This design comes from an exercise in tuning for small area on the open sky130 flow, not from production work. In this exercise RTL edits were held to simulation tests only and were not proved equivalent to the original.

==> build 76 <==
==> flow/design.v <==
module coherent_dcache #(
   parameter int SETS  = 16,
   parameter int CPUID = 0
) (
   input  logic        CLK,
   input  logic        nRST,
   input  logic        dmemREN,
   input  logic        dmemWEN,
   input  logic [31:0] dmemaddr,
   input  logic [31:0] dmemstore,
   input  logic        halt,
   output logic [31:0] dmemload,
   output logic        dhit,
   output logic        flushed,
   output logic        dREN,
   output logic        dWEN,
   output logic [31:0] daddr,
   output logic [31:0] dstore,
   input  logic [31:0] dload,
   input  logic        dwait,
   output logic        cctrans,
   output logic        ccwrite,
   input  logic        ccwait,
   input  logic        ccinv,
   input  logic [31:0] ccsnoopaddr
);
   localparam int IW = $clog2(SETS);
   localparam logic [2:0] K_IDLE = 3'd0, K_WB = 3'd1, K_FILL = 3'd2, K_SNP = 3'd3,
                          K_FLUSH = 3'd4, K_FWB = 3'd5, K_DONE = 3'd6;
   logic [2:0]    kind_q, kind_d;
   logic          ph_q, ph_d;
   logic [IW-1:0] flush_idx_q, flush_idx_d;
   logic [24:0]   tag_q  [SETS];
   logic [31:0]   data_q [2*SETS];
   logic          v_q    [SETS];
   logic          m_q    [SETS];
   logic          idle_like, snoop_ok, use_snp, use_flush, xfer;
   logic [IW-1:0] rd_idx;
   logic          rd_off;
   logic [24:0]   rd_tag, cmp_tag;
   logic [31:0]   rd_word;
   logic          rd_v, rd_m, hit;
   logic          unused_bits;
   logic          rd_den, tag_we;
   logic          st_we, st_v, st_m, d_we;
   logic [31:0]   d_wdata;
   assign idle_like = (kind_q == K_IDLE) || (kind_q == K_FLUSH) || (kind_q == K_DONE);
   assign snoop_ok  = ccwait && idle_like;
   assign use_snp   = snoop_ok || (kind_q == K_SNP);
   assign use_flush = (kind_q == K_FLUSH) || (kind_q == K_FWB);
   assign xfer      = (kind_q == K_WB) || (kind_q == K_FWB) || (kind_q == K_FILL) ||
                      (kind_q == K_SNP);
   assign rd_idx  = use_snp ? ccsnoopaddr[6:3] : use_flush ? flush_idx_q : dmemaddr[6:3];
   assign rd_off  = xfer ? ph_q : dmemaddr[2];
   logic [SETS-1:0]   fsel;
   logic [2*SETS-1:0] wsel;
   always_comb begin
      rd_tag  = '0;
      rd_v    = 1'b0;
      rd_m    = 1'b0;
      rd_word = '0;
      for (int i = 0; i < SETS; i++) begin
         fsel[i]     = (rd_idx == IW'(i));
         wsel[2*i]   = fsel[i] && rd_den && !rd_off;
         wsel[2*i+1] = fsel[i] && rd_den && rd_off;
         rd_tag = rd_tag | ({25{fsel[i]}} & tag_q[i]);
         rd_v   = rd_v | (fsel[i] & v_q[i]);
         rd_m   = rd_m | (fsel[i] & v_q[i] & m_q[i]);
      end
      for (int k = 0; k < 2*SETS; k++) rd_word = rd_word | ({32{wsel[k]}} & data_q[k]);
   end
   assign rd_den  = !snoop_ok && (kind_q != K_FILL);
   assign cmp_tag = snoop_ok ? ccsnoopaddr[31:7] : dmemaddr[31:7];
   assign hit     = rd_v && (rd_tag == cmp_tag);
   assign flushed  = (kind_q == K_DONE);
   assign dmemload = rd_word;
   assign dstore   = rd_word;
   assign unused_bits = ^{dmemaddr[1:0], ccsnoopaddr[2:0], 32'(CPUID)};
   always_comb begin
      kind_d      = kind_q;
      ph_d        = ph_q;
      flush_idx_d = flush_idx_q;
      dhit        = 1'b0;
      dREN        = 1'b0;
      dWEN        = 1'b0;
      daddr       = 32'h0;
      cctrans     = 1'b0;
      ccwrite     = 1'b0;
      st_we       = 1'b0;
      st_v        = 1'b0;
      st_m        = 1'b0;
      d_we        = 1'b0;
      d_wdata     = dload;
      tag_we      = 1'b0;
      if (snoop_ok) begin
         if (hit && rd_m) begin
            cctrans = 1'b1;
            kind_d  = K_SNP;
            ph_d    = 1'b0;
         end else if (hit && ccinv) begin
            st_we = 1'b1;
         end
      end else begin
         case (kind_q)
            K_IDLE: begin
               if (halt) begin
                  kind_d = K_FLUSH;
               end else if (dmemREN && hit) begin
                  dhit = 1'b1;
               end else if (dmemWEN && hit && rd_m) begin
                  dhit    = 1'b1;
                  d_we    = 1'b1;
                  d_wdata = dmemstore;
               end else if (dmemREN || dmemWEN) begin
                  ph_d = 1'b0;
                  if (!hit && rd_m) begin
                     kind_d = K_WB;
                  end else begin
                     st_we  = 1'b1;
                     tag_we = 1'b1;
                     kind_d = K_FILL;
                  end
               end
            end
            K_WB, K_FWB: begin
               dWEN   = 1'b1;
               daddr  = {rd_tag, rd_idx, rd_off, 2'b00};
               if (!dwait) begin
                  ph_d = ~ph_q;
                  if (ph_q) begin
                     st_we  = 1'b1;
                     tag_we = (kind_q == K_WB);
                     kind_d = (kind_q == K_WB) ? K_FILL : K_FLUSH;
                  end
               end
            end
            K_FILL: begin
               dREN    = 1'b1;
               cctrans = 1'b1;
               ccwrite = dmemWEN;
               daddr   = {rd_tag, rd_idx, rd_off, 2'b00};
               if (!dwait) begin
                  d_we = 1'b1;
                  ph_d = ~ph_q;
                  if (ph_q) begin
                     st_we  = 1'b1;
                     st_v   = 1'b1;
                     st_m   = dmemWEN;
                     kind_d = K_IDLE;
                  end
               end
            end
            K_SNP: begin
               cctrans = 1'b1;
               daddr   = {rd_tag, rd_idx, rd_off, 2'b00};
               if (!dwait) begin
                  ph_d = ~ph_q;
                  if (ph_q) begin
                     st_we  = 1'b1;
                     st_v   = ~ccinv;
                     kind_d = K_IDLE;
                  end
               end
            end
            K_FLUSH: begin
               if (rd_m) begin
                  kind_d = K_FWB;
                  ph_d   = 1'b0;
               end else if (flush_idx_q == IW'(SETS - 1)) begin
                  kind_d = K_DONE;
               end else begin
                  flush_idx_d = flush_idx_q + {{(IW-1){1'b0}}, 1'b1};
               end
            end
            K_DONE: ;
            default: kind_d = K_IDLE;
         endcase
      end
   end
   always_ff @(posedge CLK or negedge nRST) begin
      if (!nRST) begin
         kind_q      <= K_IDLE;
         ph_q        <= 1'b0;
         flush_idx_q <= '0;
      end else begin
         kind_q      <= kind_d;
         ph_q        <= ph_d;
         flush_idx_q <= flush_idx_d;
      end
   end
   always_ff @(posedge CLK or negedge nRST) begin
      if (!nRST) begin
         for (int i = 0; i < SETS; i++) v_q[i] <= 1'b0;
      end else if (st_we) begin
         v_q[rd_idx] <= st_v;
      end
   end
   always_ff @(posedge CLK) begin
      if (st_we) m_q[rd_idx] <= st_m;
   end
   always_ff @(posedge CLK) begin
      if (d_we) data_q[{rd_idx, rd_off}] <= d_wdata;
      if (tag_we) tag_q[rd_idx] <= dmemaddr[31:7];
   end
endmodule
==> flow/flow/run.sh <==
#!/bin/bash
# The standard layout, with three changes to how it is made:
#  - synthesis maps logic with an area-only ABC script (no buffering or
#    upsizing for delay; the placer's and CTS's repair size what timing needs).
#    Registers are mapped by the unchanged standard script, before ABC.
#  - port buffers are buf_2 cells instead of the default delay-buffer cells.
#  - the clock tree uses clkbuf_8 sink clusters and no dummy loads.
set -euo pipefail
rm -rf scripts_area
cp -r "$FLOW_HOME/scripts" scripts_area
printf 'strash\ndch\nmap -a\ntopo\n' > scripts_area/abc_area.script
SCRIPTS_DIR="$PWD/scripts_area" bash standard.sh synth > synth.log 2>&1
export BUFFER_PORTS_ARGS="-buffer_cell sky130_fd_sc_hd__buf_2"
export CTS_ARGS="-sink_clustering_enable -repair_clock_nets -dont_use_dummy_load -buf_list sky130_fd_sc_hd__clkbuf_8 -sink_clustering_size 16 -sink_clustering_max_diameter 60"
bash standard.sh > layout.log 2>&1
==> flow/standard.sh <==
#!/bin/bash
# synth_recipe.tcl (not shown) runs the flow's synth.tcl, then flattens the netlist and writes it again
# the make line also repeats each setting of config.mk as NAME=value (left out here)
make -C /OpenROAD-flow-scripts/flow DESIGN_CONFIG=/design/flow/config.mk WORK_HOME=/design/flow/orfs CLKGATE_MAP_FILE= SYNTH_SCRIPT=/design/flow/synth_recipe.tcl "${@:-finish}"
==> flow/config.mk <==
export PLATFORM = sky130hd
export DESIGN_NAME = coherent_dcache
export DESIGN_NICKNAME = coherent_dcache
export VERILOG_FILES = /design/flow/design.v
export SDC_FILE = /design/flow/constraint.sdc
export NUM_CORES = 4
export LEC_CHECK = 0
export ABC_AREA = 1
export CAP_MARGIN = 10
export CORE_MARGIN = 2
export CORE_UTILIZATION = 65
export SLEW_MARGIN = 10
==> flow/constraint.sdc <==
create_clock -name core_clock -period 10.0 [get_ports {CLK}]
set_input_delay 2.0000 -clock core_clock [delete_from_list [all_inputs] [get_ports {CLK}]]
set_output_delay 2.0000 -clock core_clock [all_outputs]
set_load 0.01 [all_outputs]
==> inputs of trial 54, as changes to build 76 <==
--- a/flow/design.v
+++ b/flow/design.v
@@ -41,7 +41,6 @@
    logic [31:0]   rd_word;
    logic          rd_v, rd_m, hit;
    logic          unused_bits;
-   logic          rd_den, tag_we;
    logic          st_we, st_v, st_m, d_we;
    logic [31:0]   d_wdata;
    assign idle_like = (kind_q == K_IDLE) || (kind_q == K_FLUSH) || (kind_q == K_DONE);
@@ -61,20 +60,18 @@
       rd_word = '0;
       for (int i = 0; i < SETS; i++) begin
          fsel[i]     = (rd_idx == IW'(i));
-         wsel[2*i]   = fsel[i] && rd_den && !rd_off;
-         wsel[2*i+1] = fsel[i] && rd_den && rd_off;
+         wsel[2*i]   = fsel[i] && !rd_off;
+         wsel[2*i+1] = fsel[i] && rd_off;
          rd_tag = rd_tag | ({25{fsel[i]}} & tag_q[i]);
          rd_v   = rd_v | (fsel[i] & v_q[i]);
-         rd_m   = rd_m | (fsel[i] & v_q[i] & m_q[i]);
+         rd_m   = rd_m | (fsel[i] & m_q[i]);
       end
       for (int k = 0; k < 2*SETS; k++) rd_word = rd_word | ({32{wsel[k]}} & data_q[k]);
    end
-   assign rd_den  = !snoop_ok && (kind_q != K_FILL);
    assign cmp_tag = snoop_ok ? ccsnoopaddr[31:7] : dmemaddr[31:7];
    assign hit     = rd_v && (rd_tag == cmp_tag);
    assign flushed  = (kind_q == K_DONE);
    assign dmemload = rd_word;
-   assign dstore   = rd_word;
    assign unused_bits = ^{dmemaddr[1:0], ccsnoopaddr[2:0], 32'(CPUID)};
    always_comb begin
       kind_d      = kind_q;
@@ -84,6 +81,7 @@
       dREN        = 1'b0;
       dWEN        = 1'b0;
       daddr       = 32'h0;
+      dstore      = 32'h0;
       cctrans     = 1'b0;
       ccwrite     = 1'b0;
       st_we       = 1'b0;
@@ -91,7 +89,6 @@
       st_m        = 1'b0;
       d_we        = 1'b0;
       d_wdata     = dload;
-      tag_we      = 1'b0;
       if (snoop_ok) begin
          if (hit && rd_m) begin
             cctrans = 1'b1;
@@ -117,7 +114,6 @@
                      kind_d = K_WB;
                   end else begin
                      st_we  = 1'b1;
-                     tag_we = 1'b1;
                      kind_d = K_FILL;
                   end
                end
@@ -125,11 +121,11 @@
             K_WB, K_FWB: begin
                dWEN   = 1'b1;
                daddr  = {rd_tag, rd_idx, rd_off, 2'b00};
+               dstore = rd_word;
                if (!dwait) begin
                   ph_d = ~ph_q;
                   if (ph_q) begin
                      st_we  = 1'b1;
-                     tag_we = (kind_q == K_WB);
                      kind_d = (kind_q == K_WB) ? K_FILL : K_FLUSH;
                   end
                end
@@ -138,7 +134,7 @@
                dREN    = 1'b1;
                cctrans = 1'b1;
                ccwrite = dmemWEN;
-               daddr   = {rd_tag, rd_idx, rd_off, 2'b00};
+               daddr   = {dmemaddr[31:7], rd_idx, rd_off, 2'b00};
                if (!dwait) begin
                   d_we = 1'b1;
                   ph_d = ~ph_q;
@@ -153,6 +149,7 @@
             K_SNP: begin
                cctrans = 1'b1;
                daddr   = {rd_tag, rd_idx, rd_off, 2'b00};
+               dstore  = rd_word;
                if (!dwait) begin
                   ph_d = ~ph_q;
                   if (ph_q) begin
@@ -190,16 +187,19 @@
    end
    always_ff @(posedge CLK or negedge nRST) begin
       if (!nRST) begin
-         for (int i = 0; i < SETS; i++) v_q[i] <= 1'b0;
+         for (int i = 0; i < SETS; i++) begin
+            v_q[i] <= 1'b0;
+            m_q[i] <= 1'b0;
+         end
       end else if (st_we) begin
          v_q[rd_idx] <= st_v;
+         m_q[rd_idx] <= st_m;
       end
    end
    always_ff @(posedge CLK) begin
-      if (st_we) m_q[rd_idx] <= st_m;
-   end
-   always_ff @(posedge CLK) begin
-      if (d_we) data_q[{rd_idx, rd_off}] <= d_wdata;
-      if (tag_we) tag_q[rd_idx] <= dmemaddr[31:7];
+      if (d_we) begin
+         data_q[{rd_idx, rd_off}] <= d_wdata;
+         if (rd_off) tag_q[rd_idx] <= dmemaddr[31:7];
+      end
    end
 endmodule
==> flow/run.sh (new file) <==
#!/bin/bash
# synth_recipe.tcl (not shown) runs the flow's synth.tcl, then flattens the netlist and writes it again
# the make line also repeats each setting of config.mk as NAME=value (left out here)
make -C /OpenROAD-flow-scripts/flow DESIGN_CONFIG=/design/flow/config.mk WORK_HOME=/design/flow/orfs CLKGATE_MAP_FILE= SYNTH_SCRIPT=/design/flow/synth_recipe.tcl finish
==> flow/config.mk (replaced) <==
export PLATFORM = sky130hd
export DESIGN_NAME = coherent_dcache
export DESIGN_NICKNAME = coherent_dcache
export VERILOG_FILES = /design/flow/design.v
export SDC_FILE = /design/flow/constraint.sdc
export NUM_CORES = 4
export LEC_CHECK = 0
export CAP_MARGIN = 20
export CORE_MARGIN = 2
export CORE_UTILIZATION = 40
export SLEW_MARGIN = 20
removed: flow/flow/run.sh
removed: flow/standard.sh
==> reports/qor.yml <==
worst_setup_path:
  crit_family: "compound AO/OA/AOI/OAI gates"
drt:
  vias: 32300
logic_synthesis:
  yosys-top-cells-count: "1440 x edfxtp_1, 576 x nand2_1, 229 x a22oi_1, 197 x a221oi_1, 146 x nor2_1"
grt:
  grt_pass1_vias: 32400
status:
  outcome: "no timing/DRC/antenna violations"
[end of results for build 76]
==> reports/qor.yml <==
status:
  outcome: "no timing/DRC/antenna violations"
worst_setup_path:
  crit_family: "simple AND/OR/NAND/NOR gates"
grt:
  grt_pass1_vias: 35400
  busiest_layer: "met2"
drt:
  vias: 37700
cells_and_area:
  seq_share_pct: 64.3
sta:
  rsz0062_at_grt: "no"
[end of results for trial 54]

## port drivers added, routing unchanged
No port has a modelled driver above. Below, the same layouts with a new extraction and two added sets of constraints.
Step 1 assumes that a clkbuf_16 drives the clock port and a buf_2 every other input.
Step 2 moves the port delays by t, midway between the first and last clock arrival at a register: inputs arrive t later, outputs are due t later. That takes back most of the time a late clock gives input paths.
a / b / c = ideal ports / drivers / drivers and shift; a / b = the first two.
run | shift t [ns] | setup WS [ns] | worst setup path at the end
build 76 | 0.786 | 0.557 / 0.533 / 0.533 | input to output
trial 54 | 0.850 | 0.130 / 0.053 / 0.053 | input to output
After both steps every run listed still meets setup and hold. For trial 54, which loses most, drivers alone change the setup slack by -0.077 ns; drivers and shift together by -0.077 ns.
